From an optimization exercise on the open Yosys and OpenROAD flow, aimed at small area, a short achievable clock period and few clock cycles per item; shortcuts taken in it are not production practice.
The RTL was checked by simulation tests, not by an equivalence proof against the original design.
Power figures rest on the tool's default switching activity, not on a simulated workload.

==> 06-27: inputs <==
Design segment_intersect_dedup, start of the top module:
module segment_intersect_dedup (
  input  logic                                clk,
  input  logic                                rst_n,
  input  logic                                in_valid,
  output logic                                in_stall,
  input  logic [128:0]                        in_data,
  output logic                                out_valid,
  input  logic                                out_stall,
  output logic [52:0]                         out_data,
  input  logic                                cfg_valid,
  output logic                                cfg_ready,
  input  logic [segi_pkg::CFG_IDX_W-1:0]      cfg_index,
  input  logic [segi_pkg::CFG_DATA_W-1:0]     cfg_data
);
==> module segi_div, before the edit <==
module segi_div #(
  parameter int PW = 8
) (
  input  logic                        clk,
  input  logic                        rst_n,
  input  logic                        load,
  input  logic [3:0]                  ld_k,
  input  logic [33:0]                 ld_dn,
  input  logic [33:0]                 ld_wx,
  input  logic [33:0]                 ld_wy,
  input  logic [segi_pkg::DIV_M-1:0]  ld_sx,
  input  logic [segi_pkg::DIV_M-1:0]  ld_sy,
  input  logic [PW-1:0]               ld_pay,
  input  logic                        take,
  output logic                        idle,
  output logic                        done,
  output logic                        idle_nx,    
  output logic                        done_nx,
  output logic [36:0]                 ws_x,
  output logic [36:0]                 wc_x,
  output logic [36:0]                 ws_y,
  output logic [36:0]                 wc_y,
  output logic [segi_pkg::DIV_M-1:0]  qp_x,
  output logic [segi_pkg::DIV_M-1:0]  qn_x,
  output logic [segi_pkg::DIV_M-1:0]  qp_y,
  output logic [segi_pkg::DIV_M-1:0]  qn_y,
  output logic [PW-1:0]               pay
);
  localparam int U = segi_pkg::DIV_U;
  localparam int M = segi_pkg::DIV_M;
  logic [1:0]  st_r;       
  logic [3:0]  cnt_r;
  logic [33:0] dn_r;
  logic [36:0] wsx_r, wcx_r, wsy_r, wcy_r;
  logic [M-1:0] sqx_r, qnx_r, sqy_r, qny_r;
  logic [PW-1:0] pay_r;
  logic [3:0]   ex_r, ey_r;       
  logic [3:0]   ex_n, ey_n;
  logic [36:0] wsx_n, wcx_n, wsy_n, wcy_n;
  logic [M-1:0] sqx_n, qnx_n, sqy_n, qny_n;
  function automatic logic [3:0] est_of(input logic [4:0] ts, input logic [4:0] tc,
                                        input logic [4:0] td);
    logic [4:0] sx, mj;
    sx = ts ^ tc ^ td;
    mj = (ts & tc) | (ts & td) | (tc & td);
    est_of = sx[4:1] + mj[3:0];
  endfunction
  always_comb begin
    logic [36:0] s, c, ys, yc, dd;
    logic [M-1:0] sq, qn;
    logic [3:0] est, e_p, e_z, e_m;
    logic [4:0] dtop;
    logic q1, qm;
    dtop = {2'b00, dn_r[33:31]};
    s = wsx_r; c = wcx_r; sq = sqx_r; qn = qnx_r;
    est = ex_r;
    for (int i = 0; i < U; i++) begin
      ys  = {s[35:0], sq[M-1]};
      yc  = {c[35:0], 1'b0};
      q1  = !est[3];
      qm  = est[3] && (est != 4'b1111);
      e_p = est_of(ys[35:31], yc[35:31], ~dtop);
      e_z = est_of(ys[35:31], yc[35:31], 5'b00000);
      e_m = est_of(ys[35:31], yc[35:31], dtop);
      dd  = q1 ? ~{3'b000, dn_r} : (qm ? {3'b000, dn_r} : 37'd0);
      s   = ys ^ yc ^ dd;
      c   = {((ys[35:0] & yc[35:0]) | (ys[35:0] & dd[35:0]) | (yc[35:0] & dd[35:0])), q1};
      sq  = {sq[M-2:0], q1};
      qn  = {qn[M-2:0], qm};
      est = q1 ? e_p : (qm ? e_m : e_z);
    end
    wsx_n = s; wcx_n = c; sqx_n = sq; qnx_n = qn; ex_n = est;
    s = wsy_r; c = wcy_r; sq = sqy_r; qn = qny_r;
    est = ey_r;
    for (int i = 0; i < U; i++) begin
      ys  = {s[35:0], sq[M-1]};
      yc  = {c[35:0], 1'b0};
      q1  = !est[3];
      qm  = est[3] && (est != 4'b1111);
      e_p = est_of(ys[35:31], yc[35:31], ~dtop);
      e_z = est_of(ys[35:31], yc[35:31], 5'b00000);
      e_m = est_of(ys[35:31], yc[35:31], dtop);
      dd  = q1 ? ~{3'b000, dn_r} : (qm ? {3'b000, dn_r} : 37'd0);
      s   = ys ^ yc ^ dd;
      c   = {((ys[35:0] & yc[35:0]) | (ys[35:0] & dd[35:0]) | (yc[35:0] & dd[35:0])), q1};
      sq  = {sq[M-2:0], q1};
      qn  = {qn[M-2:0], qm};
      est = q1 ? e_p : (qm ? e_m : e_z);
    end
    wsy_n = s; wcy_n = c; sqy_n = sq; qny_n = qn; ey_n = est;
  end
  logic [1:0] st_nx;
  always_comb begin
    st_nx = st_r;
    if (load)                           st_nx = (ld_k == 4'd0) ? 2'd2 : 2'd1;
    else if (st_r == 2'd1)              st_nx = (cnt_r == 4'd1) ? 2'd2 : 2'd1;
    else if (st_r == 2'd2 && take)      st_nx = 2'd0;
  end
  always_ff @(posedge clk) begin
    if (!rst_n) st_r <= 2'd0;
    else        st_r <= st_nx;
  end
  assign idle_nx = (st_nx == 2'd0);
  assign done_nx = (st_nx == 2'd2);
  always_ff @(posedge clk) begin
    if (load) begin
      cnt_r <= ld_k;
      dn_r  <= ld_dn;
      wsx_r <= {3'b000, ld_wx};
      ex_r  <= {2'b00, ld_wx[33:32]};
      ey_r  <= {2'b00, ld_wy[33:32]};
      wcx_r <= '0;
      wsy_r <= {3'b000, ld_wy};
      wcy_r <= '0;
      sqx_r <= ld_sx;
      sqy_r <= ld_sy;
      qnx_r <= '0;
      qny_r <= '0;
      pay_r <= ld_pay;
    end else if (st_r == 2'd1) begin
      cnt_r <= cnt_r - 4'd1;
      wsx_r <= wsx_n;
      ex_r  <= ex_n;
      ey_r  <= ey_n;
      wcx_r <= wcx_n;
      wsy_r <= wsy_n;
      wcy_r <= wcy_n;
      sqx_r <= sqx_n;
      sqy_r <= sqy_n;
      qnx_r <= qnx_n;
      qny_r <= qny_n;
    end
  end
  assign idle = (st_r == 2'd0);
  assign done = (st_r == 2'd2);
  assign ws_x = wsx_r;
  assign wc_x = wcx_r;
  assign ws_y = wsy_r;
  assign wc_y = wcy_r;
  assign qp_x = sqx_r;
  assign qn_x = qnx_r;
  assign qp_y = sqy_r;
  assign qn_y = qny_r;
  assign pay  = pay_r;
endmodule
export LEC_CHECK = 0
export CAP_MARGIN = 20
export CORE_MARGIN = 2
export CORE_UTILIZATION = 40
export SETUP_SLACK_MARGIN = 5
export SLEW_MARGIN = 20
create_clock -name core_clock -period 11.0 [get_ports {clk}]
run.sh (not shown) runs the stock make flow with config.mk's settings and CLKGATE_MAP_FILE= SYNTH_SCRIPT=/design/flow/synth_recipe.tcl, a recipe that flattens the netlist after the stock synthesis.
==> 10-03: changes against 06-27 <==
--- a/flow/design.v
+++ b/flow/design.v
@@ -6,9 +6,9 @@
   localparam int CFG_IDX_W  = 4;
   localparam int CFG_DATA_W = 12;
   localparam int MAX_POINTS = 64;
-  localparam int DIV_U = 3;
-  localparam int DIV_M = 21;
-  localparam int DIV_N = 3;
+  localparam int DIV_U = 2;
+  localparam int DIV_M = 22;
+  localparam int DIV_N = 4;
   localparam int LANES = 22;
   localparam int ROWS  = (MAX_POINTS + LANES - 1) / LANES;
   localparam logic [BOUND_W-1:0] WIDTH_RST  = 12'd640;
@@ -489,8 +489,6 @@
   logic [36:0] wsx_r, wcx_r, wsy_r, wcy_r;
   logic [M-1:0] sqx_r, qnx_r, sqy_r, qny_r;
   logic [PW-1:0] pay_r;
-  logic [3:0]   ex_r, ey_r;       
-  logic [3:0]   ex_n, ey_n;
   logic [36:0] wsx_n, wcx_n, wsy_n, wcy_n;
   logic [M-1:0] sqx_n, qnx_n, sqy_n, qny_n;
   function automatic logic [3:0] est_of(input logic [4:0] ts, input logic [4:0] tc,
@@ -508,7 +506,7 @@
     logic q1, qm;
     dtop = {2'b00, dn_r[33:31]};
     s = wsx_r; c = wcx_r; sq = sqx_r; qn = qnx_r;
-    est = ex_r;
+    est = s[35:32] + c[35:32];
     for (int i = 0; i < U; i++) begin
       ys  = {s[35:0], sq[M-1]};
       yc  = {c[35:0], 1'b0};
@@ -524,9 +522,9 @@
       qn  = {qn[M-2:0], qm};
       est = q1 ? e_p : (qm ? e_m : e_z);
     end
-    wsx_n = s; wcx_n = c; sqx_n = sq; qnx_n = qn; ex_n = est;
+    wsx_n = s; wcx_n = c; sqx_n = sq; qnx_n = qn;
     s = wsy_r; c = wcy_r; sq = sqy_r; qn = qny_r;
-    est = ey_r;
+    est = s[35:32] + c[35:32];
     for (int i = 0; i < U; i++) begin
       ys  = {s[35:0], sq[M-1]};
       yc  = {c[35:0], 1'b0};
@@ -542,7 +540,7 @@
       qn  = {qn[M-2:0], qm};
       est = q1 ? e_p : (qm ? e_m : e_z);
     end
-    wsy_n = s; wcy_n = c; sqy_n = sq; qny_n = qn; ey_n = est;
+    wsy_n = s; wcy_n = c; sqy_n = sq; qny_n = qn;
   end
   logic [1:0] st_nx;
   always_comb begin
@@ -562,8 +560,6 @@
       cnt_r <= ld_k;
       dn_r  <= ld_dn;
       wsx_r <= {3'b000, ld_wx};
-      ex_r  <= {2'b00, ld_wx[33:32]};
-      ey_r  <= {2'b00, ld_wy[33:32]};
       wcx_r <= '0;
       wsy_r <= {3'b000, ld_wy};
       wcy_r <= '0;
@@ -575,8 +571,6 @@
     end else if (st_r == 2'd1) begin
       cnt_r <= cnt_r - 4'd1;
       wsx_r <= wsx_n;
-      ex_r  <= ex_n;
-      ey_r  <= ey_n;
       wcx_r <= wcx_n;
       wsy_r <= wsy_n;
       wcy_r <= wcy_n;
==> summary.txt <==
| quantity | 10-03 | 06-27 |
|---|---|---|
| Combinational cell power | 50000 uW | 54000 uW |
| Met2 usage | 40.1% | 40.3% |
| Global-route total usage across every layer | 25.2% | 25.9% |
| Full die area | 686000 sq um | 677000 sq um |
| TritonCTS Buffers | 549 | 479 |
| Reg2Reg Capture Point | as_r[13] | p1_sy |
| Sink of the worst hold path | u_ptab.g_lane[21].ring_r[5] | u_ptab.g_lane[3].ring_r[21] |
| Status | timing/DRC/antenna clean | timing/DRC/antenna clean |
| Chip Width | 828 microns | 823 microns |
| Share of final-layout standard cells stronger than drive strength 1 | 9.21% | 9.88% |
| Number of standard cells in the final layout excluding fillers | 34700 | 34600 |
| H-Tree Depth | 6 | 5 |
| Sequential power | 25600 uW | 24200 uW |
| Count of clock buffers in the final design | 716 | 615 |
| Power per standard cell area | 312 nW/um^2 | 318 nW/um^2 |
| Biggest cell delay along the critical path | 730 ps | 790 ps |
| Final-layout fill cell count | 62500 | 62200 |
Testbench counts of 06-27, summed over its fixed seeds: cycles 10,334, items 4,800.
Testbench counts of 10-03, summed over its fixed seeds: cycles 10,572, items 4,800.

[separate check: timing with driven ports]
Ports are ideal in the flow. The routed layouts listed here were re-timed in OpenROAD. Step 1 sets driving cells, clkbuf_16 on the clock port and buf_2 on the other inputs (assumed; they add their load-dependent delay and slew). Step 2 also shifts input and output timing later by t, the mid clock arrival at the registers, as if the neighbouring blocks saw the same clock. Slacks: ideal / step 1 / step 2; pairs: ideal / step 1.
run | t, ns | setup slack, ns | slew at the worst register clock pin (ns) | worst slew at a driven data input, ns
06-27 | 1.200 | 4.956 / 4.956 / 4.287 | 0.08 / 0.08 | 0.31
10-03 | 1.221 | 5.240 / 5.240 / 4.481 | 0.07 / 0.07 | 0.37
After both steps every run listed still meets setup and hold. For 10-03, which loses most, drivers alone change the setup slack by 0.000 ns; drivers and shift together by -0.759 ns.
